Source: an optimization exercise on an open RTL-to-GDS flow (aim: small area and a short achievable clock period). Production flows keep margins and buffers that such runs may drop.
Where RTL was checked, it was by simulation tests only, not by an equivalence proof against the original.
Only the layout flow was run in runs 2 to 4 and 7; the RTL was not checked for function there.
No activity file was given, so power comes from the tool's default toggle rates.

==> flow/design.v (outline; a module is shown in full before it is edited, if it fits) <==
// module fp_exp_stage: 41 lines
// module fp_align_stage: 96 lines
// module fp_mul_tree: 2560 lines
// module fp_add_stage: 42 lines
// module fp_norm_stage: 44 lines
// module fp_alu: 45 lines
module fp_alu (
    input  wire                     FPUCLK,
    input  wire                     RST,
    input  wire fpu_pkg::fp_word_t  a,
    input  wire fpu_pkg::fp_word_t  b,
    input  wire fpu_pkg::fp_op_e    ctrl,
    output fpu_pkg::fp_word_t       out
);
  // ...
==> flow/flow/run.sh <==
#!/bin/bash
# The standard layout, except that the buffers placed on the ports are
# sky130_fd_sc_hd__buf_2 cells rather than the flow's default pick (a slow
# clkdlybuf4s50 delay cell). Everything else is standard.sh unchanged.
set -euo pipefail
export BUFFER_PORTS_ARGS="-buffer_cell sky130_fd_sc_hd__buf_2"
bash standard.sh > standard.log 2>&1
==> flow/standard.sh <==
#!/bin/bash
# synth_recipe.tcl (not shown) runs the flow's synth.tcl, then flattens the netlist and writes it again
# the make line also repeats each setting of config.mk as NAME=value (left out here)
make -C /OpenROAD-flow-scripts/flow DESIGN_CONFIG=/design/flow/config.mk WORK_HOME=/design/flow/orfs CLKGATE_MAP_FILE= SYNTH_SCRIPT=/design/flow/synth_recipe.tcl "${@:-finish}"
==> flow/config.mk <==
export PLATFORM = sky130hd
export DESIGN_NAME = fp_alu
export DESIGN_NICKNAME = fp_alu
export VERILOG_FILES = /design/flow/design.v
export SDC_FILE = /design/flow/constraint.sdc
export NUM_CORES = 4
export LEC_CHECK = 0
export CAP_MARGIN = 70
export CORE_MARGIN = 2
export CORE_UTILIZATION = 40
export CTS_BUF_LIST = sky130_fd_sc_hd__clkbuf_8 sky130_fd_sc_hd__clkbuf_16
export CTS_CLUSTER_DIAMETER = 150
export CTS_CLUSTER_SIZE = 20
export PLACE_DENSITY = 0.75
export SLEW_MARGIN = 70
==> flow/constraint.sdc <==
create_clock -name core_clock -period 14.5 [get_ports {FPUCLK}]
set_input_delay 2.9000 -clock core_clock [delete_from_list [all_inputs] [get_ports {FPUCLK}]]
set_output_delay 2.9000 -clock core_clock [all_outputs]
set_load 0.01 [all_outputs]
==> flow_metrics.env, run 1 <==
export IMPL_outcome="finished clean"
export IMPL_fp_dieH_um=261
export IMPL_top_regs="u_align.s2 (127), u_exp.s1 (77), u_add.s3 (36)"
export IMPL_whs_path_depth=0
export IMPL_ys_flop_type="dfxtp_1"
export IMPL_fin_worst_skew_ps=43.9
export IMPL_largestClassByArea="multi-input combinational cells"
export IMPL_nets=3327
export IMPL_n_all_buffers=178
export IMPL_cts_buffers=18
export IMPL_synth_xor_area_share_pct=12.1
export IMPL_worstHoldPathType="flop to flop"
export IMPL_syn_avg_cell_area_um2=9.10
export IMPL_peakVddDrop_uv=103
export IMPL_tap_cells=864
export IMPL_rsz0062_at_grt="false"
export IMPL_synth_commonest_cells="inv_1 (345), xnor2_1 (332), a22oi_1 (264), fa_1 (261), dfxtp_1 (240)"
export IMPL_synth_edf_count=0
export IMPL_synth_cells=2895
export IMPL_buffer_area_share_pct=4.12
export IMPL_pg_seq_w=0.00111
export IMPL_p_comb_w=0.00294
export IMPL_leakagePower_nw=12.1
export IMPL_pwr_share_seq_pct=24.0
export IMPL_synth_warnings=8
export IMPL_syn_cell_area_um2=26400
export IMPL_use_met3_pct=5.11
export IMPL_ctsLongestPathBuffers=3
export IMPL_power_density_nw_per_um2=162
export IMPL_netlist_area_leader_share_pct=19.8
export IMPL_synthToLayoutAreaGrowth_pct=7.91
export IMPL_yosysSeqAreaShare_pct=21.6
export IMPL_boundaryPins=101
export IMPL_place_gp_congestion=0.998
export IMPL_grtUsageMet1_pct=29.4
export IMPL_fin_crit_ps=4100
export IMPL_stdcell_count=3739
export IMPL_path_clk_slew_ps=100
export IMPL_crit_path_end="u_add.s3[15]"
==> module fp_exp_stage, before the edit <==
module fp_exp_stage (
    input  wire                     FPUCLK,
    input  wire                     RST,
    input  wire fpu_pkg::fp_word_t  a,
    input  wire fpu_pkg::fp_word_t  b,
    input  wire fpu_pkg::fp_op_e    ctrl,
    output logic                    v1,
    output fpu_pkg::in_stage_t      s1
);
    logic [23:0] y;
    fpu_pkg::in_stage_t nxt;
    assign y = {1'b1, b.frac};
    always_comb
    begin
        nxt.mul    = (ctrl == fpu_pkg::MUL);
        nxt.a      = a;
        nxt.b_sign = b.sign ^ (ctrl == fpu_pkg::SUB);
        nxt.b_exp  = b.exp;
        for (int i = 0; i < 12; i++)
        begin
            logic y2, y1, y0;
            y2 = y[2*i+1];
            y1 = y[2*i];
            y0 = (i == 0) ? 1'b0 : y[2*i-1];
            if (i < 11)
                nxt.neg[i] = y2;
            nxt.one[i] = y1 ^ y0;
            nxt.two[i] = (y2 & ~y1 & ~y0) | (~y2 & y1 & y0);
        end
    end
    always_ff @(posedge FPUCLK or negedge RST)
    begin
        if (!RST)
            v1 <= 1'b0;
        else
            v1 <= (ctrl == fpu_pkg::ADD) || (ctrl == fpu_pkg::SUB) ||
                  (ctrl == fpu_pkg::MUL);
    end
    always_ff @(posedge FPUCLK)
        s1 <= nxt;
endmodule
==> module fp_align_stage, before the edit <==
module fp_align_stage (
    input  wire                       FPUCLK,
    input  wire                       RST,
    input  wire                       v1,
    input  wire fpu_pkg::in_stage_t   s1,
    output logic                      v2,
    output fpu_pkg::rows_stage_t      s2
);
    localparam int Z = 23 - fpu_pkg::LOWC;    
    fpu_pkg::fp_word_t a;
    logic [22:0] b_frac;
    logic        a_inf, b_inf, a_zero, b_zero;
    logic [8:0]  dab, dba;
    logic [7:0]  d;
    logic        eswap, swap, sub;
    logic [23:0] a_m, b_m, x_m, y_m, y_c;
    logic [7:0]  x_exp;
    logic [fpu_pkg::RW-1:0] m0, m1, m2;
    logic        lowc;
    fpu_pkg::rows_stage_t nxt;
    assign a = s1.a;
    always_comb
    begin
        for (int i = 0; i < 12; i++)
        begin
            b_frac[2*i] = s1.one[i] ^ ((i == 0) ? 1'b0 : s1.neg[i-1]);
            if (i < 11)
                b_frac[2*i+1] = s1.neg[i];
        end
    end
    assign a_inf  = (a.exp == fpu_pkg::EXP_INF);
    assign b_inf  = (s1.b_exp == fpu_pkg::EXP_INF);
    assign a_zero = (a.exp == 8'd0) && (a.frac == 23'd0);
    assign b_zero = (s1.b_exp == 8'd0) && (s1.neg == 11'd0) && (s1.one == 12'd0);
    fp_mul_tree u_tree (
        .x    ({1'b1, a.frac}),
        .one  (s1.one),
        .two  (s1.two),
        .neg  ({1'b1, s1.neg}),
        .r0   (m0),
        .r1   (m1),
        .r2   (m2),
        .lowc (lowc)
    );
    assign dab   = {1'b0, a.exp} - {1'b0, s1.b_exp};
    assign dba   = {1'b0, s1.b_exp} - {1'b0, a.exp};
    assign eswap = dab[8];
    assign d     = eswap ? dba[7:0] : dab[7:0];
    assign swap  = eswap | ((a.exp == s1.b_exp) && (a.frac <= b_frac));
    assign a_m   = {~a_zero, a.frac};
    assign b_m   = {~(b_zero & ~a_zero), b_frac};
    assign x_m   = swap ? b_m : a_m;
    assign y_m   = swap ? a_m : b_m;
    assign y_c   = (d >= 8'd24) ? 24'd0 : (y_m >> {d[4:3], 3'b000});
    assign x_exp = eswap ? s1.b_exp : a.exp;
    assign sub   = a.sign ^ s1.b_sign;
    always_comb
    begin
        nxt.inf = a_inf | b_inf;
        nxt.add = ~s1.mul;
        nxt.mul = s1.mul;
        nxt.sub = sub;
        nxt.sh   = d[2:0];
        nxt.sh_n = ~d[2:0];
        if (s1.mul)
        begin
            nxt.kill = a_zero | b_zero;
            nxt.sign = a.sign ^ s1.b_sign;
            nxt.exp  = a.exp + s1.b_exp + 8'd130;    
            nxt.cin  = lowc;
            nxt.row0 = m0;
            nxt.row1 = m1;
            nxt.row2 = m2;
        end
        else
        begin
            nxt.kill = 1'b0;
            nxt.sign = a_inf ? a.sign : (b_inf ? s1.b_sign :
                       (swap ? s1.b_sign : a.sign));
            nxt.exp  = x_exp + 8'd1;
            nxt.cin  = sub;
            nxt.row0 = {1'b0, x_m, {Z{1'b0}}};
            nxt.row1 = {1'b0, y_c, {Z{1'b0}}};
            nxt.row2 = '0;
        end
    end
    always_ff @(posedge FPUCLK or negedge RST)
    begin
        if (!RST)
            v2 <= 1'b0;
        else
            v2 <= v1;
    end
    always_ff @(posedge FPUCLK)
        s2 <= nxt;
endmodule
==> run 2, diff against run 1 <==
--- a/flow/design.v
+++ b/flow/design.v
@@ -24,2 +24,3 @@
         logic [11:0] two;           
+        logic [11:0] b_even;        
     } in_stage_t;
@@ -77,2 +78,3 @@
             nxt.one[i] = y1 ^ y0;
+            nxt.b_even[i] = y1;
             nxt.two[i] = (y2 & ~y1 & ~y0) | (~y2 & y1 & y0);
@@ -118,3 +120,3 @@
         begin
-            b_frac[2*i] = s1.one[i] ^ ((i == 0) ? 1'b0 : s1.neg[i-1]);
+            b_frac[2*i] = s1.b_even[i];
             if (i < 11)
@@ -126,3 +128,3 @@
     assign a_zero = (a.exp == 8'd0) && (a.frac == 23'd0);
-    assign b_zero = (s1.b_exp == 8'd0) && (s1.neg == 11'd0) && (s1.one == 12'd0);
+    assign b_zero = (s1.b_exp == 8'd0) && (b_frac == 23'd0);
     fp_mul_tree u_tree (
--- a/flow/config.mk
+++ b/flow/config.mk
@@ -10,6 +10,4 @@
 export CORE_UTILIZATION = 40
-export CTS_BUF_LIST = sky130_fd_sc_hd__clkbuf_8 sky130_fd_sc_hd__clkbuf_16
 export CTS_CLUSTER_DIAMETER = 150
 export CTS_CLUSTER_SIZE = 20
-export PLACE_DENSITY = 0.75
 export SLEW_MARGIN = 70
==> run 2 against run 1 <==
- utilization is 0.84 points higher
- synthesized cell count is 0.35% higher
- sequential cell count grew 11
- combinational power is essentially flat
- area after synthesis rose by 1.2%
- largest cell class unchanged
- clock-buffer cell count increased by 8
==> flow_metrics.env, run 2 <==
export IMPL_outcome="finished clean"
export IMPL_core_um2=65900
export IMPL_cpMostUsedCell="o21ai_0"
export IMPL_diodes=0
export IMPL_top_register="u_align.s2"
export IMPL_seq_area_um2=5970
export IMPL_setup_viol=0
export IMPL_critical_path_class="flop to flop"
export IMPL_worstPathCellList="or4_1 -> nor4_4 -> a31o_1 -> buf_4 -> clkinv_2 -> ha_1 -> nor2b_1 -> o21ai_0 -> a21boi_0 -> o21ai_0 -> nand2b_1 -> nor3_1 -> xor2_1 -> a21oi_1 -> nor2_1"
export IMPL_cp_slowest_cell="or4_1"
export IMPL_cts_buffers=19
export IMPL_drt_wirelength_per_cell_um=23.6
export IMPL_cts_repair_resize_count=0
export IMPL_postCtsHoldBufs=0
export IMPL_grt_max_degree=55
export IMPL_tightestPinTransition_ps=493
export IMPL_vias=21700
export IMPL_drv_cap=0
export IMPL_power_internal_w=0.00247
export IMPL_ys_types=84
export IMPL_htree_levels=1
export IMPL_max_slew_margin_pct=67.1
export IMPL_syn_avg_cell_area_um2=9.18
export IMPL_min_period_over_period_pct=29.2
export IMPL_start_util_pct=40.5
export IMPL_clk_latency_ps=570
export IMPL_largest_register_ffs=127
export IMPL_boundaryPins=101
export IMPL_fin_worst_skew_ps=63.2
export IMPL_critPathMaxStageDelay_ps=750
export IMPL_drtIter0Drc=2185
export IMPL_synth_commonest_cells="inv_1 (369), xnor2_1 (315), a22oi_1 (277), fa_1 (261), dfxtp_1 (251)"
export IMPL_leakagePower_nw=12.4
export IMPL_rsz0062_at_grt="false"
export IMPL_track_usage_pct=25.1
export IMPL_fill_cells=6430
export IMPL_synthesis_nets=3364
export IMPL_pwr_share_seq_pct=25.0
export IMPL_crit_fanout=23
export IMPL_dp_hpwl_um=63600
export IMPL_grt_pass1_wl_um=136000
export IMPL_synth_cells=2905
export IMPL_drive_gt1_share_pct=10.7
export IMPL_fin_crit_ps=4230
export IMPL_power_density_nw_per_um2=159
export IMPL_die_w_um=262
export IMPL_row_count=94
export IMPL_p_comb_share_pct=63.3
export IMPL_place_gp_congestion=0.920
export IMPL_setup_tns_ps=0
export IMPL_async_flop_share_pct=12.2
export IMPL_cts_tree="done"
export IMPL_fmax_ghz=0.236
export IMPL_cp_end_kind="flop"
export IMPL_finalPower_w=0.00464
export IMPL_netlist_area_leader_share_pct=19.6
export IMPL_drv_slew=0
export IMPL_cp_arrival_ps=4700
export IMPL_p_sw_share_pct=46.9
export IMPL_peakVddDrop_uv=110
export IMPL_ctsLongestPathBuffers=3
export IMPL_path_delay_family="simple AND/OR/NAND/NOR gates"
export IMPL_pwr_share_clk_pct=11.8
export IMPL_cp_start_kind="flop"
export IMPL_drcViolationCount=0
export IMPL_synth_area_leaders="fa_1 (20%), dfxtp_1 (19%), xnor2_1 (10%), a22oi_1 (7.8%), ha_1 (6.1%)"
export IMPL_antenna_found_initial=3
export IMPL_fp_dieH_um=262
export IMPL_ys_ff_latch=286
export IMPL_worstHoldPathType="flop to flop"
export IMPL_synth_most_common_cell="inv_1"
export IMPL_syn_cell_area_um2=26700
export IMPL_path_clk_slew_ps=90
export IMPL_io_buffers=100
export IMPL_ys_flop_type="dfxtp_1"
export IMPL_grt_pass1_vias=22500
export IMPL_cts_root_buf="clkbuf_16"
export IMPL_post_cts_buffers=0
export IMPL_reg2reg_slack_ps=10270
export IMPL_yosysSeqAreaShare_pct=22.1
export IMPL_gr_total_overflow=0
export IMPL_cp_num_buf_inv=2
export IMPL_final_common_cell="inv_1"
export IMPL_top_regs="u_align.s2 (127), u_exp.s1 (88), u_add.s3 (36)"
export IMPL_nets=3346
export IMPL_synthToLayoutAreaGrowth_pct=9.26
export IMPL_final_cell_mix="inv_1 (366), xnor2_1 (315), a22oi_1 (277), fa_1 (261), dfxtp_1 (229)"
export IMPL_vias_per_cell=5.77
export IMPL_routed_wl_um=88800
export IMPL_multi_input_area_um2=18700
export IMPL_cts_sinks=286
export IMPL_dieArea_um2=68800
export IMPL_drtPass1Iterations=6
export IMPL_yosysTopAreaCell="fa_1"
export IMPL_final_hold_viol_count=0
export IMPL_synth_edf_count=0
export IMPL_synth_warnings=8
export IMPL_switching_power_w=0.00218
export IMPL_antenna_left=0
export IMPL_cp_data_required_time_ps=14970
run 2: changes by cell type in the layout (fill, tap and decap cells not counted), sizes merged, moves of 9 or more:
cell | previous run | this run
a21oi | 128 | 119
a22oi | 264 | 277
a2bb2oi | 9 | 0
dfxtp | 240 | 251
inv | 356 | 378
mux2 | 26 | 14
mux2i | 116 | 137
nand2 | 150 | 131
nor2 | 129 | 111
o21ai | 115 | 105
xnor2 | 332 | 315
run 2: power by group through the flow:
| stage | clock network [W] | registers [W] | logic [W] |
|---|---|---|---|
| detailed placement | 0 | 0.00117 | 0.00288 |
| global placement | 0 | 0.00117 | 0.00277 |
| floorplan | 0 | 0.00110 | 0.00196 |
| finish | 0.000546 | 0.00116 | 0.00294 |
| global route | 0.000586 | 0.00118 | 0.00323 |
| CTS | 0.000560 | 0.00115 | 0.00290 |
run 2: path summary, 6_finish.rpt:
| path | from | endpoint | cells after the start |
|---|---|---|---|
| hold / removal | u_align.s2[128] | u_add.s3[35] | 0 |
| max in group asynchronous | RST | u_norm.out[8] | 1 |
| setup reg to reg | u_add.s3[21] | u_norm.out[30] | 15 |
| hold reg to reg | u_align.s2[128] | u_add.s3[35] | 0 |
| setup / recovery | u_add.s3[21] | u_norm.out[30] | 15 |
| min in group asynchronous | RST | u_add.v3 | 1 |
run 2: stage by stage:
step / cell area [um^2] / cells / utilization, % / setup WS [ps] / hold WS [ps]
6_report: 29100 / 3759 / 44.2 / 10270 / 331
5_1_grt: 29100 / 3759 / 44.2 / 9940 / 343
4_1_cts: 29100 / 3757 / 44.1 / 10040 / 330
3_5_place_dp: 28500 / 3728 / 43.3 / 10090 / 312
3_3_place_gp: 27900 / 3708 / 42.3 / 9890 / 315
2_1_floorplan: 26700 / 2905 / - / 10100 / 310
run 2: metal layers:
layer  vias up  part of all wire, %  wire length, um  GRT usage (%)
li1       9707                    -                -              -
met4         2                  4.5             3960           10.3
met1     10600                   41            36800           33.3
met5         -               0.0090                8              0
met2      1102                   45            40100           40.4
met3       248                  8.9             7930           4.61
run 2: kinds of logic after synthesis:
group	share of synthesized area, %
adders and majority gates	25.6
and+or+nand+nor	8.44
muxes	6.55
xor gates and xnor gates	11.5
buffers and inverters	8.67
DFF	22.1
AOI/OAI and AO/OA	17.1
run 2: area by class of cell:
class                      count  share of cell area [%]
tap                          864                    3.71
sequential                   286                    20.5
multi-input combinational   2017                    64.1
clock inverter                 3                   0.142
clock buffer                  26                    1.72
inverter                     381                    5.01
timing repair buffer         182                    4.82
==> run 3, diff against run 2 <==
--- a/flow/design.v
+++ b/flow/design.v
@@ -109,3 +109,3 @@
     logic [7:0]  d;
-    logic        eswap, swap, sub;
+    logic        eswap, lswap, swap, sub;
     logic [23:0] a_m, b_m, x_m, y_m, y_c;
@@ -143,3 +143,4 @@
     assign d     = eswap ? dba[7:0] : dab[7:0];
-    assign swap  = eswap | ((a.exp == s1.b_exp) && (a.frac <= b_frac));
+    assign lswap = (a.exp == s1.b_exp) && (a.frac <= b_frac);
+    assign swap  = eswap | lswap;
     assign a_m   = {~a_zero, a.frac};
@@ -147,4 +148,5 @@
     assign x_m   = swap ? b_m : a_m;
-    assign y_m   = swap ? a_m : b_m;
-    assign y_c   = (d >= 8'd24) ? 24'd0 : (y_m >> {d[4:3], 3'b000});
+    assign y_m   = eswap ? a_m : b_m;
+    assign y_c   = lswap ? a_m :
+                   ((d >= 8'd24) ? 24'd0 : (y_m >> {d[4:3], 3'b000}));
     assign x_exp = eswap ? s1.b_exp : a.exp;
--- a/flow/config.mk
+++ b/flow/config.mk
@@ -12,2 +12,3 @@
 export CTS_CLUSTER_SIZE = 20
+export PLACE_DENSITY = 0.75
 export SLEW_MARGIN = 70
==> run 3 against run 2 <==
- critical endpoint is now out[1]
- still clean on timing, DRC and antenna
- clock skew shrank 34 ps
- hold slack got worse by 1.1 ps
- critical path type is now flop to output port
- final area is 1.7% higher
- total power is 0.94% lower
- setup slack better by 220 ps
- die area up 2.3%
- largest power group unchanged
- utilization shrank 0.27 points
==> flow_metrics.env, run 3 <==
export IMPL_drtPass1Iterations=6
export IMPL_start_util_pct=40.5
export IMPL_yosysSeqAreaShare_pct=21.6
export IMPL_layout_setup_ws_ps=10480
export IMPL_gr_total_overflow=0
export IMPL_drtIter0Drc=3003
export IMPL_die_w_um=265
export IMPL_cp_start_kind="flop"
export IMPL_cp_end_kind="output port"
export IMPL_cp_slowest_cell="dfrtp_1"
export IMPL_row_count=95
export IMPL_yosysTopAreaCell="fa_1"
export IMPL_dp_hpwl_um=59400
export IMPL_stdcell_area_um2=29600
export IMPL_synth_commonest_cells="inv_1 (367), xnor2_1 (322), a22oi_1 (261), fa_1 (261), dfxtp_1 (251)"
export IMPL_cts_buffers=18
export IMPL_ys_flop_type="dfxtp_1"
export IMPL_cp_depth=1
export IMPL_cp_num_buf_inv=1
export IMPL_postCtsHoldBufs=0
export IMPL_fmax_ghz=0.249
export IMPL_setup_tns_ps=0
export IMPL_routed_wl_um=85900
export IMPL_peakVddDrop_uv=120
export IMPL_antenna_found_initial=1
export IMPL_ctsLongestPathBuffers=3
export IMPL_synth_most_common_cell="inv_1"
export IMPL_synthesis_nets=3497
export IMPL_tightestPinTransition_ps=521
export IMPL_io_buffers=100
export IMPL_routed_wl_met3_um=11600
export IMPL_drv_slew=0
export IMPL_syn_avg_cell_area_um2=8.98
export IMPL_ys_types=83
export IMPL_wl_met1_um=33300
export IMPL_placed_area_um2=29000
export IMPL_synth_edf_count=0
export IMPL_nets=3455
export IMPL_r2r_start="u_align.s2[111]"
export IMPL_startpoint="u_norm.out[1]"
export IMPL_fin_worst_skew_ps=29.6
export IMPL_final_common_cell="inv_1"
export IMPL_cts_sinks=286
export IMPL_reg2regPathDepth=15
export IMPL_synth_cells=3038
export IMPL_ys_ff_latch=286
export IMPL_fill_cells=6324
export IMPL_outcome="finished clean"
export IMPL_drcViolationCount=0
export IMPL_drt_wirelength_per_cell_um=22.1
export IMPL_track_usage_pct=23.9
export IMPL_vias_per_cell=5.94
export IMPL_antenna_left=0
export IMPL_final_cell_mix="inv_1 (364), xnor2_1 (319), a22oi_1 (261), fa_1 (261), dfxtp_1 (224)"
export IMPL_p_sw_share_pct=46.8
export IMPL_dp_slack_ps=10540
export IMPL_syn_cell_area_um2=27300
export IMPL_wl_met2_um=35900
export IMPL_crit_fanout=2
export IMPL_critPathMaxStageDelay_ps=410
export IMPL_multi_input_area_um2=19200
export IMPL_path_clk_slew_ps=80
export IMPL_grt_pass1_wl_um=131000
export IMPL_power_density_nw_per_um2=155
export IMPL_switching_power_w=0.00215
export IMPL_final_hold_viol_count=0
export IMPL_dp_cells=3846
export IMPL_stdcell_count=3877
export IMPL_grt_pass1_vias=22300
export IMPL_max_slew_margin_pct=65.2
export IMPL_post_cts_buffers=0
export IMPL_dieArea_um2=70300
export IMPL_async_flop_share_pct=12.2
export IMPL_setup_viol=0
export IMPL_pwr_share_clk_pct=11.4
export IMPL_critical_path_class="flop to output port"
export IMPL_seq_area_um2=5980
export IMPL_pwr_share_seq_pct=25.5
export IMPL_netlist_area_leader_share_pct=19.1
export IMPL_min_period_over_period_pct=27.7
export IMPL_top_register="u_align.s2"
export IMPL_grt_max_degree=59
export IMPL_synthToLayoutAreaGrowth_pct=8.59
export IMPL_worstHoldPathType="flop to flop"
export IMPL_vias=23000
export IMPL_drive_gt1_share_pct=10.5
export IMPL_cts_repair_resize_count=0
export IMPL_largest_register_ffs=127
export IMPL_synth_area_leaders="fa_1 (19%), dfxtp_1 (18%), xnor2_1 (10%), a22oi_1 (7.2%), ha_1 (5.9%)"
export IMPL_core_um2=67400
export IMPL_place_gp_congestion=0.952
export IMPL_rsz0062_at_grt="false"
export IMPL_drv_cap=0
export IMPL_top_layer_used="met5"
export IMPL_worst_hold_slack_ps=330
export IMPL_cp_data_required_time_ps=11600
export IMPL_power_internal_w=0.00245
export IMPL_fp_dieH_um=265
export IMPL_cts_tree="done"
export IMPL_reg2reg_slack_ps=10540
export IMPL_whs_path_depth=0
export IMPL_worstPathCellList="buf_2"
export IMPL_leakagePower_nw=12.6
export IMPL_synth_warnings=8
export IMPL_boundaryPins=101
export IMPL_diodes=0
export IMPL_clk_latency_ps=570
export IMPL_fin_crit_ps=4020
export IMPL_htree_levels=1
export IMPL_cp_arrival_ps=1120
export IMPL_reg2reg_to="u_add.s3[24]"
export IMPL_cts_root_buf="clkbuf_16"
export IMPL_p_comb_share_pct=63.1
export IMPL_top_regs="u_align.s2 (127), u_exp.s1 (88), u_add.s3 (36)"
export IMPL_crit_path_end="out[1]"
export IMPL_path_delay_family="flip-flops"
==> run 3: cell types whose count changed in the layout (fill, tap and decap cells not counted), moves of 9 or more <==
cell and delta:
o211ai_1 +32, nand2_1 +73, o221ai_1 +17, a22oi_1 -16, nand3_1 +17, a21oi_1 +24, mux2i_1 -25, o21ai_1 -10
nor2b_1 -11, nor3_1 +10, o21ai_0 -9
==> run 3: power groups by stage <==
| stage | Combinational [W] | Sequential (W) | Clock [W] |
|---|---|---|---|
| global route | 0.00319 | 0.00119 | 0.000561 |
| finish | 0.00290 | 0.00117 | 0.000523 |
| global placement | 0.00271 | 0.00118 | 0 |
| CTS | 0.00281 | 0.00117 | 0.000535 |
| detailed placement | 0.00280 | 0.00119 | 0 |
| floorplan | 0.00200 | 0.00111 | 0 |
==> run 3: area by class of cell <==
type,count,area share [%]
Inverter,378,4.86
Sequential cell,286,20.2
Timing Repair Buffer,178,4.73
Tap cell,873,3.69
Clock buffer,25,1.61
Multi-Input combinational cell,2134,64.8
Clock inverter,3,0.114
==> run 3: cell families after synthesis <==
| family | after synthesis | share of synthesized area [%] |
|---|---|---|
| XOR/XNOR | 358 | 11.5 |
| flip-flops | 286 | 21.6 |
| buffers and inverters | 618 | 8.75 |
| multiplexers | 136 | 5.76 |
| AO/OA/AOI/OAI | 699 | 17.6 |
| adder cells (fa/ha/maj) | 391 | 25.1 |
| AND/OR/NAND/NOR | 550 | 9.69 |
==> run 3: per-stage QoR <==
stage               total power [W]  util (%)
global route                0.00495      44.0
finish                      0.00460      44.0
global placement            0.00389      42.2
floorplan                   0.00311         -
detailed placement          0.00398      43.0
CTS                         0.00452      43.7
==> run 3: per-layer routing <==
metal | up-vias | track usage, %
met1 | 10800 | 31.2
met2 | 1693 | 35.5
met3 | 366 | 7.55
met5 | - | 0
li1 | 10100 | -
met4 | 2 | 12.0
==> run 3: worst min-delay path by stage <==
stage,to,start,slack (ps)
after CTS,u_add.s3[33],u_align.s2[126],330
after detailed placement,u_add.s3[33],u_align.s2[126],310
after global routing,u_add.s3[32],u_align.s2[125],340
after global placement,u_add.s3[26],u_align.s2[119],310
after floorplan,u_add.s3[25],u_align.s2[118],310
final,u_add.s3[33],u_align.s2[126],330
==> run 4, diff against run 3 <==
--- a/flow/design.v
+++ b/flow/design.v
@@ -24,3 +24,2 @@
         logic [11:0] two;           
-        logic [11:0] b_even;        
     } in_stage_t;
@@ -78,3 +77,2 @@
             nxt.one[i] = y1 ^ y0;
-            nxt.b_even[i] = y1;
             nxt.two[i] = (y2 & ~y1 & ~y0) | (~y2 & y1 & y0);
@@ -120,3 +118,3 @@
         begin
-            b_frac[2*i] = s1.b_even[i];
+            b_frac[2*i] = s1.one[i] ^ ((i == 0) ? 1'b0 : s1.neg[i-1]);
             if (i < 11)
@@ -128,3 +126,3 @@
     assign a_zero = (a.exp == 8'd0) && (a.frac == 23'd0);
-    assign b_zero = (s1.b_exp == 8'd0) && (b_frac == 23'd0);
+    assign b_zero = (s1.b_exp == 8'd0) && (s1.neg == 11'd0) && (s1.one == 12'd0);
     fp_mul_tree u_tree (
==> run 4 against run 3 <==
- clock-buffer cell count did not move
- clock power fell by 0.8%
- critical path depth rose by 13
- via count fell by 1.4%
- critical path type is now flop to flop
- synthesized cell count rose by 0.16%
- global-route usage fell by 0.59 points
- cell count rose by 0.26%
- still clean on timing, DRC and antenna
- first-iteration DRC count fell by 4.9%
- die area fell by 0.39%
- routed wire length fell by 3.4%
- fmax fell by 2.4%
==> flow_metrics.env, run 4 <==
export IMPL_outcome="finished clean"
export IMPL_whs_path_depth=0
export IMPL_drv_cap=0
export IMPL_peakVddDrop_uv=101
export IMPL_cts_tree="done"
export IMPL_max_slew_margin_pct=67.7
export IMPL_grt_pass1_wl_um=129000
export IMPL_fp_dieH_um=265
export IMPL_diodes=0
export IMPL_dieArea_um2=70100
export IMPL_muxShareOfSynthArea_pct=5.47
export IMPL_synth_commonest_cells="inv_1 (370), xnor2_1 (320), a22oi_1 (270), fa_1 (261), dfxtp_1 (240)"
export IMPL_power_density_nw_per_um2=158
export IMPL_drv_slew=0
export IMPL_placed_area_um2=28700
export IMPL_cp_start_kind="flop"
export IMPL_finalPower_w=0.00465
export IMPL_cts_sinks=275
export IMPL_vias_per_cell=5.85
export IMPL_synthToLayoutAreaGrowth_pct=8.01
export IMPL_grt_max_degree=63
export IMPL_synth_adder_area_share_pct=25.3
export IMPL_drcViolationCount=0
export IMPL_place_gp_congestion=0.991
export IMPL_top_register="u_align.s2"
export IMPL_fin_worst_skew_ps=33.8
export IMPL_nets=3463
export IMPL_tightestPinTransition_ps=479
export IMPL_switching_power_w=0.00219
export IMPL_synthesis_nets=3502
export IMPL_synth_edf_count=0
export IMPL_die_w_um=265
export IMPL_worstPathCellList="buf_4 -> clkinv_2 -> ha_1 -> nand4_1 -> nor3_1 -> o21ai_0 -> o211ai_1 -> buf_1 -> o21ai_4 -> buf_4 -> nor4_4 -> buf_2 -> and3_1 -> a221o_1"
export IMPL_pwr_share_clk_pct=11.2
export IMPL_hold_end="u_add.s3[26]"
export IMPL_power_internal_w=0.00247
export IMPL_r2r_start="u_exp.s1[32]"
export IMPL_rsz0062_at_grt="false"
export IMPL_gr_total_overflow=0
export IMPL_drtIter0Drc=2857
export IMPL_boundaryPins=101
export IMPL_post_cts_buffers=0
export IMPL_leakagePower_nw=12.4
export IMPL_fin_crit_ps=4120
export IMPL_core_um2=67300
export IMPL_fill_cells=6409
export IMPL_cts_repair_resize_count=0
export IMPL_ys_flop_type="dfxtp_1"
export IMPL_reg2reg_to="u_align.s2[67]"
export IMPL_final_core_util_pct=43.6
export IMPL_synth_cells=3043
export IMPL_cts_root_buf="clkbuf_16"
export IMPL_critPathMaxStageDelay_ps=480
export IMPL_ctsLongestPathBuffers=3
export IMPL_dp_hpwl_um=57700
export IMPL_stdcell_area_um2=29400
export IMPL_reg2regPathDepth=14
export IMPL_async_flop_share_pct=12.7
export IMPL_ys_ff_latch=275
export IMPL_critical_path_class="flop to flop"
export IMPL_vias=22700
export IMPL_cpMostUsedCell="buf_4"
export IMPL_io_buffers=100
export IMPL_antenna_found_initial=2
export IMPL_fmax_ghz=0.243
export IMPL_reg2reg_slack_ps=10380
export IMPL_largest_register_ffs=127
export IMPL_synth_top_family_by_area="adder cells"
export IMPL_netlist_area_leader_share_pct=19.2
export IMPL_top_regs="u_align.s2 (127), u_exp.s1 (77), u_add.s3 (36)"
export IMPL_routed_wl_um=83000
export IMPL_clk_latency_ps=570
export IMPL_synth_xor_area_share_pct=11.8
export IMPL_cp_arrival_ps=4620
export IMPL_postCtsHoldBufs=0
export IMPL_final_hold_viol_count=0
export IMPL_synth_most_common_cell="inv_1"
export IMPL_start_util_pct=40.4
export IMPL_grt_pass1_vias=22500
export IMPL_crit_fanout=21
export IMPL_path_delay_family="buffers and inverters"
export IMPL_dp_slack_ps=10510
export IMPL_track_usage_pct=23.3
export IMPL_antenna_left=0
export IMPL_p_comb_share_pct=64.6
export IMPL_pwr_share_seq_pct=24.3
export IMPL_final_common_cell="inv_1"
export IMPL_worstHoldStart="u_align.s2[119]"
export IMPL_cp_end_kind="flop"
export IMPL_yosysTopAreaCell="fa_1"
export IMPL_setup_tns_ps=0
export IMPL_synth_warnings=8
export IMPL_final_cell_mix="inv_1 (364), xnor2_1 (319), a22oi_1 (270), fa_1 (261), dfxtp_1 (224)"
export IMPL_synthSimpleGateAreaFrac_pct=9.64
export IMPL_yosysSeqAreaShare_pct=20.9
export IMPL_worstHoldPathType="flop to flop"
export IMPL_syn_avg_cell_area_um2=8.93
export IMPL_drive_gt1_share_pct=10.1
export IMPL_layout_setup_ws_ps=10380
export IMPL_ys_types=85
export IMPL_cp_slowest_cell="clkinv_2"
export IMPL_p_sw_share_pct=47.0
export IMPL_synth_area_leaders="fa_1 (19%), dfxtp_1 (18%), xnor2_1 (10%), a22oi_1 (7.5%), ha_1 (5.9%)"
export IMPL_synth_compound_area_share_pct=18.1
export IMPL_setup_viol=0
export IMPL_htree_levels=1
export IMPL_min_period_over_period_pct=28.4
export IMPL_row_count=95
export IMPL_cp_data_required_time_ps=15000
export IMPL_drt_wirelength_per_cell_um=21.3
export IMPL_syn_cell_area_um2=27200
export IMPL_cts_buffers=18
export IMPL_cp_num_buf_inv=5
export IMPL_path_clk_slew_ps=100
export IMPL_drtPass1Iterations=6
## run 4: changes by cell type after synthesis, sizes merged, moves of 10 or more
cell,previous run,this run
o21ai,85,123
o211ai,44,18
nand2,205,184
mux2i,111,99
dfxtp,251,240
nor2,117,127
nor3,29,19
o221ai,19,9
## run 4: how the worst max path moves through the flow
| stage | depth (start not counted) | to | from | slack [ps] |
|---|---|---|---|---|
| global route | 13 | u_align.s2[69] | u_exp.s1[67] | 10130 |
| CTS | 1 | out[22] | u_norm.out[22] | 10460 |
| finish | 14 | u_align.s2[67] | u_exp.s1[32] | 10380 |
| detailed placement | 13 | u_align.s2[67] | u_exp.s1[67] | 10510 |
| floorplan | 17 | u_add.s3[24] | u_align.s2[111] | 10310 |
| global placement | 15 | u_add.s3[24] | u_align.s2[111] | 10080 |
## run 4: power groups by stage
| stage | combinational [W] | clock [W] | sequential, W |
|---|---|---|---|
| 6_report | 0.00301 | 0.000519 | 0.00113 |
| 5_1_grt | 0.00333 | 0.000556 | 0.00115 |
| 4_1_cts | 0.00294 | 0.000531 | 0.00113 |
| 3_5_place_dp | 0.00293 | 0 | 0.00114 |
| 3_3_place_gp | 0.00283 | 0 | 0.00114 |
| 2_1_floorplan | 0.00210 | 0 | 0.00108 |
## run 4: cell families (layout without fill, tap and decap cells)
| kind of cell | after synthesis | in the layout |
|---|---|---|
| AO/OA/AOI/OAI | 723 | 723 |
| XOR/XNOR | 365 | 365 |
| adder cells (fa/ha/maj) | 395 | 395 |
| buffers and inverters | 621 | 592 |
| flip-flops | 275 | 275 |
| multiplexers | 127 | 127 |
| AND/OR/NAND/NOR | 537 | 537 |
## run 4: worst register-to-register path: cells and delay by family (launching register included)
family	cells	cell delay, ps
AO/OA/AOI/OAI	4	720
adder cells (fa/ha/maj)	1	470
buffers and inverters	5	1520
flip-flops	1	330
AND/OR/NAND/NOR	4	1030
## run 4: area by class of cell
| class | instances | area, um^2 | share of cell area, % |
|---|---|---|---|
| sequential | 275 | 5730 | 19.5 |
| multi-input combinational | 2147 | 19300 | 65.7 |
| timing repair buffer | 181 | 1280 | 4.37 |
| clock inverter | 5 | 51.3 | 0.175 |
| inverter | 381 | 1450 | 4.94 |
| clock buffer | 25 | 477 | 1.62 |
| tap | 873 | 1090 | 3.72 |
## run 4: metrics by stage
step / hold slack, ps / std cells
after global placement: 314 / 3843
after global routing: 336 / 3887
after detailed placement: 313 / 3855
after floorplan: 310 / 3043
final: 328 / 3887
after CTS: 328 / 3885
## run 4: metal layers
metal | global-route usage (%) | vias up | wire [um]
li1 | - | 10100 | -
met1 | 31.1 | 10800 | 32600
met2 | 35.3 | 1509 | 35300
met3 | 6.56 | 320 | 10800
met4 | 10.0 | 2 | 4300
met5 | 0 | - | 13
==> run 5, diff against run 4 <==
--- a/flow/design.v
+++ b/flow/design.v
@@ -107,3 +107,3 @@
     logic [7:0]  d;
-    logic        eswap, lswap, swap, sub;
+    logic        eswap, swap, sub;
     logic [23:0] a_m, b_m, x_m, y_m, y_c;
@@ -141,4 +141,3 @@
     assign d     = eswap ? dba[7:0] : dab[7:0];
-    assign lswap = (a.exp == s1.b_exp) && (a.frac <= b_frac);
-    assign swap  = eswap | lswap;
+    assign swap  = eswap | ((a.exp == s1.b_exp) && (a.frac <= b_frac));
     assign a_m   = {~a_zero, a.frac};
@@ -146,5 +145,4 @@
     assign x_m   = swap ? b_m : a_m;
-    assign y_m   = eswap ? a_m : b_m;
-    assign y_c   = lswap ? a_m :
-                   ((d >= 8'd24) ? 24'd0 : (y_m >> {d[4:3], 3'b000}));
+    assign y_m   = swap ? a_m : b_m;
+    assign y_c   = (d >= 8'd24) ? 24'd0 : (y_m >> {d[4:3], 3'b000});
     assign x_exp = eswap ? s1.b_exp : a.exp;
==> flow/flow/run.sh (replaced) <==
#!/bin/bash
# The standard layout (standard.sh) with two changes:
#  - the buffers placed on the ports are sky130_fd_sc_hd__buf_2 cells rather
#    than the flow's default pick (a slow clkdlybuf4s50 delay cell);
#  - after the standard synthesis, flow/fapol.py re-derives the inverters
#    around the full-adder cells (a full adder is self-dual), which removes
#    many inv_1 cells; registers and all other cells are left as they are.
# Each step's full output goes to a log file of its own in this folder.
set -euo pipefail
export BUFFER_PORTS_ARGS="-buffer_cell sky130_fd_sc_hd__buf_2"
R=orfs/results/sky130hd/fp_alu/base
bash standard.sh synth > synth.log 2>&1
cp $R/1_2_yosys.v yosys_netlist_orig.v
python3 flow/fapol.py yosys_netlist_orig.v $R/1_2_yosys.v > fapol.log 2>&1
touch $R/1_2_yosys.v
bash standard.sh > standard.log 2>&1
==> flow/flow/fapol.py (new file) <==
#!/usr/bin/env python3
"""Full-adder polarity pass on a synthesized sky130 netlist.

A full adder is self-dual: FA(~a, ~b, ~c) = (~sum, ~cout). Synthesis leaves
many inv_1 cells between full adders. This pass gives each fa_1 cell a
polarity (flipped or not) and re-derives where inverters are needed, so that
every pin still gets the same logical value; it keeps the polarity that
needs the fewest inverters. Only inv_1 cells whose input and output are
internal nets are touched; registers and every other cell stay as they are.

Usage: fapol.py IN.v OUT.v
"""
import re
import sys

INV = "sky130_fd_sc_hd__inv_1"
FA = "sky130_fd_sc_hd__fa_1"
OUTPINS = {"X", "Y", "Q", "Q_N", "SUM", "COUT", "HI", "LO"}

src = open(sys.argv[1]).read()
m = re.search(r"module\s+(\w+)\s*\((.*?)\);", src, re.S)
body_start = m.end()
end = src.rindex("endmodule")
body = src[body_start:end]

# split body into statements
stmts = [s for s in re.split(r";\s*\n", body)]
decls, insts, others = [], [], []
inst_re = re.compile(r"^\s*(sky130_fd_sc_hd__\w+)\s+(\S+)\s*\((.*)\)\s*$", re.S)
ports = set()
for s in stmts:
    if not s.strip():
        continue
    mi = inst_re.match(s)
    if mi:
        pins = [(p, n.strip()) for p, n in re.findall(r"\.(\w+)\(([^()]*)\)", mi.group(3))]
        insts.append([mi.group(1), mi.group(2), pins])
    else:
        st = s.strip()
        if st.startswith("input") or st.startswith("output"):
            for nm in re.findall(r"[\w\\\[\]$.]+", st.split("]")[-1] if "[" in st.split()[1] else st):
                pass
        decls.append(s)
        if st.startswith("assign"):
            others.append(st)

# port names (whole buses count)
hdr = src[:body_start]
portnames = set()
for s in decls:
    st = s.strip()
    mm = re.match(r"(input|output)\s+(\[[^\]]*\]\s*)?(\S+)", st)
    if mm:
        portnames.add(mm.group(3))
for s in others:
    # anything in an assign is left alone
    for nm in re.findall(r"\\?[\w$.]+(?:\s*\[\d+\])?", s):
        portnames.add(nm.split("[")[0].strip())

def is_port(net):
    base = net.split("[")[0].strip()
    return base in portnames or net.startswith("1'b") or net in portnames

# drivers
driver = {}
for idx, (typ, name, pins) in enumerate(insts):
    for p, n in pins:
        if p in OUTPINS:
            driver[n] = (idx, p)

removable = set()
for idx, (typ, name, pins) in enumerate(insts):
    if typ == INV:
        d = dict(pins)
        if not is_port(d["A"]) and not is_port(d["Y"]) and d["A"] and d["Y"]:
            removable.add(idx)

def root(net):
    par = 0
    seen = 0
    while net in driver and driver[net][0] in removable:
        idx = driver[net][0]
        net = dict(insts[idx][2])["A"]
        par ^= 1
        seen += 1
        if seen > 100:
            raise SystemExit("inverter loop")
    return net, par

fa_idx = [i for i, c in enumerate(insts) if c[0] == FA]
pol = {i: 0 for i in fa_idx}

# loads: (inst idx, pin, root net, logical parity)
loads = []
for idx, (typ, name, pins) in enumerate(insts):
    if idx in removable:
        continue
    for k, (p, n) in enumerate(pins):
        if p in OUTPINS or not n or n.startswith("1'b"):
            continue
        r, q = root(n)
        loads.append((idx, k, r, q))

def rootpol(r):
    d = driver.get(r)
    if d and d[0] in pol:
        return pol[d[0]]
    return 0

def need(l):
    idx, k, r, q = l
    return q ^ pol.get(idx, 0) ^ rootpol(r)

by_root = {}
for l in loads:
    by_root.setdefault(l[2], []).append(l)
fa_in_roots = {i: set() for i in fa_idx}
for l in loads:
    if l[0] in fa_in_roots:
        fa_in_roots[l[0]].add(l[2])
fa_out_roots = {i: [n for p, n in insts[i][2] if p in ("SUM", "COUT")] for i in fa_idx}

def root_cost(r):
    return 1 if any(need(l) for l in by_root.get(r, [])) else 0

def local_roots(i):
    return set(fa_in_roots[i]) | set(fa_out_roots[i])

def total():
    return sum(root_cost(r) for r in by_root)

before = total()
improved = True
passes = 0
while improved and passes < 50:
    improved = False
    passes += 1
    for i in fa_idx:
        rs = local_roots(i)
        c0 = sum(root_cost(r) for r in rs)
        pol[i] ^= 1
        c1 = sum(root_cost(r) for r in rs)
        if c1 < c0:
            improved = True
        else:
            pol[i] ^= 1
# then a short annealing run from the greedy result, keeping the best
import random
random.seed(1)
best = total()
best_pol = dict(pol)
cur = best
T = 1.0
steps = 40 * len(fa_idx) * 20
for step in range(steps):
    i = random.choice(fa_idx)
    rs = local_roots(i)
    c0 = sum(root_cost(r) for r in rs)
    pol[i] ^= 1
    c1 = sum(root_cost(r) for r in rs)
    dlt = c1 - c0
    if dlt <= 0 or random.random() < pow(2.718, -dlt / T):
        cur += dlt
        if cur < best:
            best = cur
            best_pol = dict(pol)
    else:
        pol[i] ^= 1
    T = max(0.05, 1.0 - step / steps)
pol.update(best_pol)
after = total()
sys.stderr.write(f"inverters: {len(removable)} removable, needed before {before}, after {after}, flipped {sum(pol.values())} of {len(fa_idx)} full adders\n")

# rewrite: drop removable inverters, add one inverter per root that needs it
newwires = []
newinsts = []
invnet = {}
for r, ls in by_root.items():
    if any(need(l) for l in ls):
        k = len(invnet)
        nn = f"fapol_n{k}"
        invnet[r] = nn
        newwires.append(nn)
        newinsts.append((INV, f"fapol_inv{k}", [("A", r), ("Y", nn)]))
for l in loads:
    idx, k, r, q = l
    p, n = insts[idx][2][k]
    insts[idx][2][k] = (p, invnet[r] if need(l) else r)

def fmt(n):
    return n + " " if n.startswith("\\") else n

out = [hdr]
for s in decls:
    out.append(s + ";\n")
for w in newwires:
    out.append(f"  wire {w};\n")
for idx, (typ, name, pins) in enumerate(insts):
    if idx in removable:
        continue
    out.append(f"  {typ} {name} (\n" + ",\n".join(f"    .{p}({fmt(n)})" for p, n in pins) + "\n  );\n")
for typ, name, pins in newinsts:
    out.append(f"  {typ} {name} (\n" + ",\n".join(f"    .{p}({fmt(n)})" for p, n in pins) + "\n  );\n")
out.append("endmodule\n")
open(sys.argv[2], "w").write("".join(out))
--- a/flow/config.mk
+++ b/flow/config.mk
@@ -12,3 +12,2 @@
 export CTS_CLUSTER_SIZE = 20
-export PLACE_DENSITY = 0.75
 export SLEW_MARGIN = 70
==> run 5 against run 4 <==
- first-iteration DRC count down 16%
- critical endpoint is now u_align.s2[61]
- sequential cell count unchanged
- highest routed layer is now met4
- die area down 4.6%
- clock power up 1%
- setup slack worse by 180 ps
- sequential share of layout area up 0.78 points
- still clean
- cell count down 7.0%
- synthesized cell count down 8.8%
- global-route usage up 1.6 points
- largest power group unchanged
- routed wire length up 1.2%
==> flow_metrics.env, run 5 <==
export IMPL_setup_tns_ps=0
export IMPL_peakVddDrop_uv=119
export IMPL_pwr_share_seq_pct=24.5
export IMPL_min_period_over_period_pct=29.6
export IMPL_synthesis_nets=3235
export IMPL_drive_gt1_share_pct=10.9
export IMPL_die_w_um=259
export IMPL_drtPass1Iterations=6
export IMPL_fmax_ghz=0.233
export IMPL_leakagePower_nw=11.7
export IMPL_fin_crit_ps=4300
export IMPL_drv_slew=0
export IMPL_rsz0062_at_grt="false"
export IMPL_cts_buffers=18
export IMPL_p_comb_share_pct=64.1
export IMPL_grt_pass1_wl_um=129000
export IMPL_synth_warnings=8
export IMPL_cp_slowest_cell="ha_1"
export IMPL_syn_avg_cell_area_um2=9.33
export IMPL_drtIter0Drc=2402
export IMPL_routed_wl_um=84000
export IMPL_largest_register_ffs=127
export IMPL_worstPathCellList="buf_6 -> clkinv_2 -> ha_1 -> nand3_1 -> nor4_2 -> nand3_1 -> nor4_1 -> nor2_1 -> o31ai_4 -> buf_4 -> buf_8 -> mux2i_1 -> mux2i_1 -> a22o_1"
export IMPL_boundaryPins=101
export IMPL_core_um2=64200
export IMPL_power_internal_w=0.00245
export IMPL_layout_setup_ws_ps=10200
export IMPL_final_hold_viol_count=0
export IMPL_vias_per_cell=5.79
export IMPL_critical_path_class="flop to flop"
export IMPL_power_density_nw_per_um2=163
export IMPL_cp_data_required_time_ps=14950
export IMPL_dieArea_um2=66800
export IMPL_antenna_found_initial=0
export IMPL_row_count=93
export IMPL_synth_cells=2776
export IMPL_path_clk_slew_ps=90
export IMPL_critPathMaxStageDelay_ps=450
export IMPL_drt_wirelength_per_cell_um=23.2
export IMPL_cp_start_kind="flop"
export IMPL_postCtsHoldBufs=0
export IMPL_fp_dieH_um=259
export IMPL_syn_cell_area_um2=25900
export IMPL_antenna_left=0
export IMPL_gr_total_overflow=0
export IMPL_start_util_pct=40.3
export IMPL_fill_cells=6291
export IMPL_ctsLongestPathBuffers=3
export IMPL_diodes=0
export IMPL_setup_viol=0
export IMPL_vias=20900
export IMPL_pwr_share_clk_pct=11.4
export IMPL_dp_hpwl_um=59500
export IMPL_outcome="finished clean"
export IMPL_post_cts_buffers=0
export IMPL_synthToLayoutAreaGrowth_pct=9.00
export IMPL_switching_power_w=0.00215
export IMPL_stdcell_count=3616
export IMPL_drv_cap=0
export IMPL_htree_levels=1
export IMPL_cts_tree="done"
export IMPL_worstHoldPathType="flop to flop"
export IMPL_drcViolationCount=0
export IMPL_p_sw_share_pct=46.8
export IMPL_tightestPinTransition_ps=460
export IMPL_cp_end_kind="flop"
export IMPL_grt_pass1_vias=21600
export IMPL_top_register="u_align.s2"
export IMPL_final_cell_mix="xnor2_1 (330), a22oi_1 (264), fa_1 (261), inv_1 (224), dfxtp_1 (222)"
export IMPL_io_buffers=100
export IMPL_dp_slack_ps=10450
export IMPL_final_common_cell="xnor2_1"
export IMPL_nets=3211
export IMPL_top_regs="u_align.s2 (127), u_exp.s1 (77), u_add.s3 (36)"
export IMPL_max_slew_margin_pct=68.5
export IMPL_dp_cells=3583
export IMPL_cp_arrival_ps=4750
export IMPL_clk_latency_ps=580
export IMPL_place_gp_congestion=0.934
export IMPL_cts_sinks=275
export IMPL_fin_worst_skew_ps=55.3
export IMPL_finalPower_w=0.00459
export IMPL_cts_root_buf="clkbuf_16"
export IMPL_cts_repair_resize_count=0
export IMPL_track_usage_pct=24.8
export IMPL_crit_fanout=25
export IMPL_worst_hold_slack_ps=331
export IMPL_grt_max_degree=89
run 5: critical path, delay by kind of cell, from the launching register on:
family | cells | cell delay [ps]
compound gates | 2 | 340
flops | 1 | 330
mux | 2 | 570
buf+inv | 4 | 1330
simple gates | 5 | 1130
fa+ha+maj | 1 | 450
run 5: final timing paths:
path                                       from              to  slack, ps  cells past startpoint
worst max-delay path               u_exp.s1[33]  u_align.s2[61]      10200                     14
worst min-delay path            u_align.s2[119]    u_add.s3[26]        330                      0
worst max register to register     u_exp.s1[33]  u_align.s2[61]      10200                     14
worst min register to register  u_align.s2[119]    u_add.s3[26]        330                      0
max in group asynchronous                   RST        u_add.v3      12040                      1
min in group asynchronous                   RST  u_norm.out[11]       2200                      1
run 5: layout make-up:
type	count	area [um^2]	share of cell area [%]
tap	855	1070	3.79
multi-input combinational	2037	18600	65.8
clock buffer	26	490	1.74
clock inverter	3	57.6	0.204
timing repair buffer	181	1390	4.92
inverter	239	920	3.26
sequential	275	5730	20.3
run 5: metal layers:
layer	GRT usage, %	routed length [um]	vias up
li1	-	-	9377
met1	32.9	34700	10200
met2	39.4	37600	1083
met3	5.11	7910	238
met4	10.6	3750	0
met5	0	0	-
run 5: per-stage QoR:
stage                     util, %  instance area [um^2]
after floorplan                 -                 25900
after global placement       42.2                 27100
after detailed placement     42.9                 27600
after CTS                    43.7                 28100
after global routing         44.0                 28200
final                        44.0                 28200
run 5: power groups by stage:
stage,clock network [W],registers (W),logic (W)
after CTS,0.000543,0.00113,0.00289
after floorplan,0,0.00108,0.00198
after detailed placement,0,0.00114,0.00288
after global routing,0.000570,0.00115,0.00324
after global placement,0,0.00114,0.00282
final,0.000524,0.00112,0.00295
==> run 6, diff against run 5 <==
--- a/flow/config.mk
+++ b/flow/config.mk
@@ -12,2 +12,3 @@
 export CTS_CLUSTER_SIZE = 20
+export PLACE_DENSITY = 0.75
 export SLEW_MARGIN = 70
==> run 6 against run 5 <==
- still clean on timing, DRC and antenna
- cell count shrank 0.11%
- combinational power shrank 1%
- final area shrank 0.98%
- first-iteration DRC count grew 15%
- clock power shrank 7.1%
- critical path depth shrank 1
- area after synthesis is the same
- via count is essentially flat
- utilization shrank 0.43 points
- non-clock buffer count is the same
- fmax grew 3.0%
- setup slack gained 130 ps
- critical path type unchanged
- largest power group unchanged
==> flow_metrics.env, run 6 <==
export IMPL_setup_viol=0
export IMPL_peakVddDrop_uv=131
export IMPL_crit_fanout=49
export IMPL_reg2regPathDepth=13
export IMPL_dieArea_um2=66800
export IMPL_cts_repair_resize_count=0
export IMPL_r2r_start="u_exp.s1[32]"
export IMPL_clk_latency_ps=550
export IMPL_core_um2=64200
export IMPL_layout_setup_ws_ps=10330
export IMPL_start_util_pct=40.3
export IMPL_drive_gt1_share_pct=10.3
export IMPL_dp_slack_ps=10440
export IMPL_placed_area_um2=27400
export IMPL_vias=20900
export IMPL_final_cell_mix="xnor2_1 (329), a22oi_1 (264), fa_1 (261), dfxtp_1 (229), inv_1 (224)"
export IMPL_stdcell_area_um2=28000
export IMPL_cp_arrival_ps=4610
export IMPL_seq_area_um2=5710
export IMPL_fmax_ghz=0.240
export IMPL_synthesis_nets=3235
export IMPL_synthToLayoutAreaGrowth_pct=7.93
export IMPL_top_register="u_align.s2"
export IMPL_ctsLongestPathBuffers=3
export IMPL_top_regs="u_align.s2 (127), u_exp.s1 (77), u_add.s3 (36)"
export IMPL_row_count=93
export IMPL_cp_slowest_cell="ha_1"
export IMPL_largest_register_ffs=127
export IMPL_grt_max_degree=55
export IMPL_drtPass1Iterations=7
export IMPL_grt_pass1_wl_um=121000
export IMPL_worstHoldStart="u_align.s2[120]"
export IMPL_gr_total_overflow=0
export IMPL_cts_sinks=275
export IMPL_drtIter0Drc=2767
export IMPL_drv_slew=0
export IMPL_dp_hpwl_um=54400
export IMPL_diodes=0
export IMPL_boundaryPins=101
export IMPL_multi_input_area_um2=18600
export IMPL_worstPathCellList="buf_4 -> clkinv_2 -> ha_1 -> nand2_1 -> nor4_1 -> nand3_1 -> nor4_1 -> nor2_1 -> o31ai_4 -> clkbuf_8 -> mux2_2 -> o21ai_0 -> a2bb2oi_1"
export IMPL_drv_cap=0
export IMPL_setup_tns_ps=0
export IMPL_leakagePower_nw=11.6
export IMPL_htree_levels=1
export IMPL_grt_pass1_vias=20800
export IMPL_finalPower_w=0.00452
export IMPL_place_gp_congestion=0.952
export IMPL_final_common_cell="xnor2_1"
export IMPL_cts_root_buf="clkbuf_16"
export IMPL_syn_cell_area_um2=25900
export IMPL_cp_start_kind="flop"
export IMPL_hold_end="u_add.s3[27]"
export IMPL_cts_tree="done"
export IMPL_syn_avg_cell_area_um2=9.33
export IMPL_tightestPinTransition_ps=454
export IMPL_vias_per_cell=5.79
export IMPL_fill_cells=6082
export IMPL_reg2reg_slack_ps=10330
export IMPL_max_slew_margin_pct=69.7
export IMPL_postCtsHoldBufs=0
export IMPL_path_clk_slew_ps=80
export IMPL_worstHoldPathType="flop to flop"
export IMPL_critical_path_class="flop to flop"
export IMPL_min_period_over_period_pct=28.8
export IMPL_critPathMaxStageDelay_ps=480
export IMPL_cts_buffers=17
export IMPL_synth_warnings=8
export IMPL_cp_data_required_time_ps=14940
export IMPL_synth_cells=2776
export IMPL_cpMostUsedCell="nor4_1"
export IMPL_cp_end_kind="flop"
export IMPL_die_w_um=259
export IMPL_rsz0062_at_grt="false"
export IMPL_nets=3210
export IMPL_routed_wl_um=77700
export IMPL_antenna_found_initial=0
export IMPL_track_usage_pct=23.0
export IMPL_antenna_left=0
export IMPL_post_cts_buffers=0
export IMPL_reg2reg_to="u_align.s2[54]"
export IMPL_io_buffers=100
export IMPL_outcome="finished clean"
export IMPL_drt_wirelength_per_cell_um=21.5
export IMPL_power_density_nw_per_um2=161
export IMPL_final_hold_viol_count=0
export IMPL_whs_path_depth=0
export IMPL_fp_dieH_um=259
export IMPL_fin_worst_skew_ps=42.7
export IMPL_drcViolationCount=0
export IMPL_fin_crit_ps=4170
-- run 6: worst max path at each step --
stage	start	to	slack [ps]
2_1_floorplan	u_align.s2[112]	u_add.s3[14]	10340
3_3_place_gp	u_align.s2[117]	u_add.s3[14]	9610
3_5_place_dp	u_align.s2[112]	u_add.s3[24]	10440
4_1_cts	u_align.s2[112]	u_add.s3[14]	10420
5_1_grt	u_align.s2[112]	u_add.s3[14]	10110
6_report	u_exp.s1[32]	u_align.s2[54]	10330
-- run 6: critical path, delay by kind of cell, from the launching register on --
kind	cells	cell delay, ps
buf+inv	3	1320
flops	1	340
compound gates	3	460
simple gates	5	1050
fa+ha+maj	1	480
mux	1	410
-- run 6: final cells by class --
type / instances / share of cell area [%]
Clock buffer: 23 / 1.64
Multi-Input combinational cell: 2037 / 66.3
Inverter: 239 / 3.26
Clock inverter: 2 / 0.0492
Sequential cell: 275 / 20.4
Timing Repair Buffer: 181 / 4.47
Tap cell: 855 / 3.83
-- run 6: metal layers --
metal / vias up / routed length (um) / track usage [%]
met2: 1284 / 34000 / 35.9
met3: 272 / 8370 / 4.52
li1: 9373 / - / -
met1: 9992 / 31000 / 30.7
met4: 0 / 4350 / 10.7
met5: - / 0 / 0
-- run 6: through the flow --
step / cells / utilization (%) / hold WS (ps)
floorplan: 2776 / - / 310
CTS: 3610 / 43.4 / 331
finish: 3612 / 43.5 / 329
detailed placement: 3585 / 42.7 / 312
global route: 3612 / 43.5 / 341
global placement: 3574 / 42.2 / 312
-- run 6: where the power goes --
part / leakage [nW] / switching [W] / internal [W] / total [W]
Sequential: 2.42 / 0.000181 / 0.000939 / 0.00112
Clock: 0.231 / 0.000265 / 0.000223 / 0.000487
Combinational: 8.97 / 0.00166 / 0.00125 / 0.00291
Total: 11.6 / 0.00211 / 0.00241 / 0.00452
==> run 7, diff against run 6 <==
--- a/flow/design.v
+++ b/flow/design.v
@@ -107,3 +107,3 @@
     logic [7:0]  d;
-    logic        eswap, swap, sub;
+    logic        eswap, lswap, swap, sub;
     logic [23:0] a_m, b_m, x_m, y_m, y_c;
@@ -141,3 +141,4 @@
     assign d     = eswap ? dba[7:0] : dab[7:0];
-    assign swap  = eswap | ((a.exp == s1.b_exp) && (a.frac <= b_frac));
+    assign lswap = (a.exp == s1.b_exp) && (a.frac <= b_frac);
+    assign swap  = eswap | lswap;
     assign a_m   = {~a_zero, a.frac};
@@ -145,4 +146,5 @@
     assign x_m   = swap ? b_m : a_m;
-    assign y_m   = swap ? a_m : b_m;
-    assign y_c   = (d >= 8'd24) ? 24'd0 : (y_m >> {d[4:3], 3'b000});
+    assign y_m   = eswap ? a_m : b_m;
+    assign y_c   = lswap ? a_m :
+                   ((d >= 8'd24) ? 24'd0 : (y_m >> {d[4:3], 3'b000}));
     assign x_exp = eswap ? s1.b_exp : a.exp;
==> run 7 against run 6 <==
- area after synthesis increased by 3.1%
- sequential share of layout area decreased by 0.58 points
- cell count increased by 3.8%
- final area increased by 3.2%
- critical path type unchanged
- critical endpoint is now u_align.s2[56]
==> flow_metrics.env, run 7 <==
export IMPL_fmax_ghz=0.241
export IMPL_startpoint="u_exp.s1[67]"
export IMPL_power_density_nw_per_um2=160
export IMPL_drv_slew=0
export IMPL_nets=3337
export IMPL_boundaryPins=101
export IMPL_htree_levels=1
export IMPL_grt_max_degree=73
export IMPL_critPathMaxStageDelay_ps=600
export IMPL_post_cts_buffers=0
export IMPL_crit_fanout=32
export IMPL_drcViolationCount=0
export IMPL_cts_repair_resize_count=0
export IMPL_cts_buffers=18
export IMPL_setup_tns_ps=0
export IMPL_grt_pass1_vias=21700
export IMPL_worstHoldStart="u_align.s2[118]"
export IMPL_fp_dieH_um=262
export IMPL_cts_root_buf="clkbuf_16"
export IMPL_peakVddDrop_uv=105
export IMPL_wl_met2_um=34600
export IMPL_min_period_over_period_pct=28.6
export IMPL_drtPass1Iterations=20
export IMPL_cp_slowest_cell="mux4_2"
export IMPL_multi_input_area_um2=19300
export IMPL_path_clk_slew_ps=90
export IMPL_tightestPinTransition_ps=563
export IMPL_cts_tree="done"
export IMPL_r2r_start="u_exp.s1[67]"
export IMPL_wl_met1_um=32000
export IMPL_setup_viol=0
export IMPL_postCtsHoldBufs=0
export IMPL_gr_total_overflow=0
export IMPL_track_usage_pct=22.7
export IMPL_ctsLongestPathBuffers=3
export IMPL_antenna_found_initial=0
export IMPL_place_gp_congestion=0.986
export IMPL_drv_cap=0
export IMPL_cp_end_kind="flop"
export IMPL_fin_worst_skew_ps=33.5
export IMPL_top_regs="u_align.s2 (127), u_exp.s1 (77), u_add.s3 (36)"
export IMPL_synth_cells=2920
export IMPL_antenna_left=0
export IMPL_worstPathCellList="inv_1 -> ha_1 -> fa_1 -> nand3b_1 -> a21oi_4 -> nand2b_4 -> o21ai_1 -> a221oi_2 -> mux4_2 -> nor4_4 -> buf_2 -> buf_2 -> a32oi_1 -> o21ai_1"
export IMPL_final_common_cell="xnor2_1"
export IMPL_cts_sinks=275
export IMPL_final_hold_viol_count=0
export IMPL_die_w_um=262
export IMPL_grt_pass1_wl_um=125000
export IMPL_final_core_util_pct=43.7
export IMPL_fin_crit_ps=4150
export IMPL_vias=22200
export IMPL_row_count=94
export IMPL_drive_gt1_share_pct=10.3
export IMPL_cp_data_required_time_ps=14970
export IMPL_syn_cell_area_um2=26700
export IMPL_dp_hpwl_um=56000
export IMPL_io_buffers=100
export IMPL_synthesis_nets=3379
export IMPL_synth_warnings=8
export IMPL_final_cell_mix="xnor2_1 (319), a22oi_1 (270), fa_1 (261), inv_1 (242), dfxtp_1 (226)"
export IMPL_routed_wl_met3_um=9970
export IMPL_synthToLayoutAreaGrowth_pct=7.97
export IMPL_largest_register_ffs=127
export IMPL_worstHoldPathType="flop to flop"
export IMPL_max_slew_margin_pct=62.1
export IMPL_critical_path_class="flop to flop"
export IMPL_drt_wirelength_per_cell_um=21.4
export IMPL_top_register="u_align.s2"
export IMPL_leakagePower_nw=12.0
export IMPL_outcome="finished clean"
export IMPL_core_um2=66000
export IMPL_diodes=0
export IMPL_dieArea_um2=68900
export IMPL_vias_per_cell=5.92
export IMPL_cp_arrival_ps=4620
export IMPL_fill_cells=6285
export IMPL_cp_start_kind="flop"
export IMPL_routed_wl_um=80300
export IMPL_rsz0062_at_grt="false"
export IMPL_seq_area_um2=5720
export IMPL_top_layer_used="met4"
export IMPL_start_util_pct=40.5
export IMPL_clk_latency_ps=560
export IMPL_drtIter0Drc=2728
export IMPL_syn_avg_cell_area_um2=9.15
export IMPL_finalPower_w=0.00462
run 7: worst max-delay path: cells and delay by family (launching register included):
kind | cells | cell delay, ps
AO/OA/AOI/OAI | 5 | 970
adder cells (fa/ha/maj) | 2 | 620
buffers and inverters | 3 | 480
flip-flops | 1 | 430
multiplexers | 1 | 600
AND/OR/NAND/NOR | 3 | 960
run 7: worst paths after layout:
kind | to | slack [ps] | cells past startpoint
max | u_align.s2[56] | 10350 | 14
min | u_add.s3[25] | 330 | 0
max reg2reg | u_align.s2[56] | 10350 | 14
min reg2reg | u_add.s3[25] | 330 | 0
max in group asynchronous | u_add.v3 | 12010 | 1
min in group asynchronous | u_norm.out[9] | 2230 | 1
run 7: per-layer routing:
metal  vias up  track usage (%)
met5         -                0
met4         0             9.18
met3       275             6.19
met2      1431             34.7
met1     10600             30.3
li1       9869                -
run 7: per-stage QoR:
step / setup slack [ps] / cell area (um^2) / instances / hold WS [ps]
after detailed placement: 10440 / 28200 / 3721 / 312
after global placement: 10080 / 27900 / 3713 / 314
final: 10350 / 28900 / 3750 / 330
after CTS: 10410 / 28700 / 3749 / 330
after floorplan: 10310 / 26700 / 2920 / 310
after global routing: 10120 / 28900 / 3750 / 336
run 7: cell type report:
class,count,share of cell area [%]
multi-input combinational,2147,66.9
tap,864,3.75
timing repair buffer,178,4.24
sequential,275,19.8
clock inverter,3,0.143
inverter,258,3.41
clock buffer,25,1.73
run 7: power by group:
group	leakage (nW)	switching (W)	internal (W)
Clock	0.260	0.000284	0.000245
Sequential	2.42	0.000197	0.000943
Combinational	9.29	0.00166	0.00129

==> re-timing with driven ports <==
In the flow no input, the clock included, has a driving cell. The finished layouts below were timed again as built, in two steps.
Step 1 sets driving cells, clkbuf_16 on the clock port and buf_2 on the other inputs (assumed; they add their load-dependent delay and slew).
Step 2 adds t to the input delays and takes it off the output delays; t is the mean of the earliest and latest rising clock arrival at the registers after step 1. Input paths then give back, and output paths get back, about the clock's delay inside the block.
Slacks: ideal / step 1 / step 2; pairs: ideal / step 1.
| run | shift t [ns] | setup slack, ns | latest minus earliest clock arrival (ns) | slew at the worst register clock pin (ns) | pins driven straight from the clock port |
|---|---|---|---|---|---|
| run 1 | 0.611 | 10.400 / 10.400 / 10.400 | 0.044 / 0.044 | 0.10 / 0.10 | 1 |
| run 2 | 0.605 | 10.268 / 10.268 / 10.268 | 0.063 / 0.063 | 0.10 / 0.10 | 1 |
| run 3 | 0.615 | 10.484 / 10.421 / 10.537 | 0.029 / 0.030 | 0.10 / 0.10 | 1 |
| run 4 | 0.605 | 10.385 / 10.385 / 10.385 | 0.034 / 0.034 | 0.10 / 0.10 | 1 |
| run 5 | 0.608 | 10.203 / 10.203 / 10.203 | 0.058 / 0.058 | 0.10 / 0.10 | 1 |
| run 6 | 0.589 | 10.329 / 10.329 / 10.329 | 0.043 / 0.043 | 0.09 / 0.09 | 1 |
| run 7 | 0.605 | 10.347 / 10.347 / 10.347 | 0.033 / 0.033 | 0.09 / 0.09 | 1 |
After both steps every run listed still meets setup and hold.
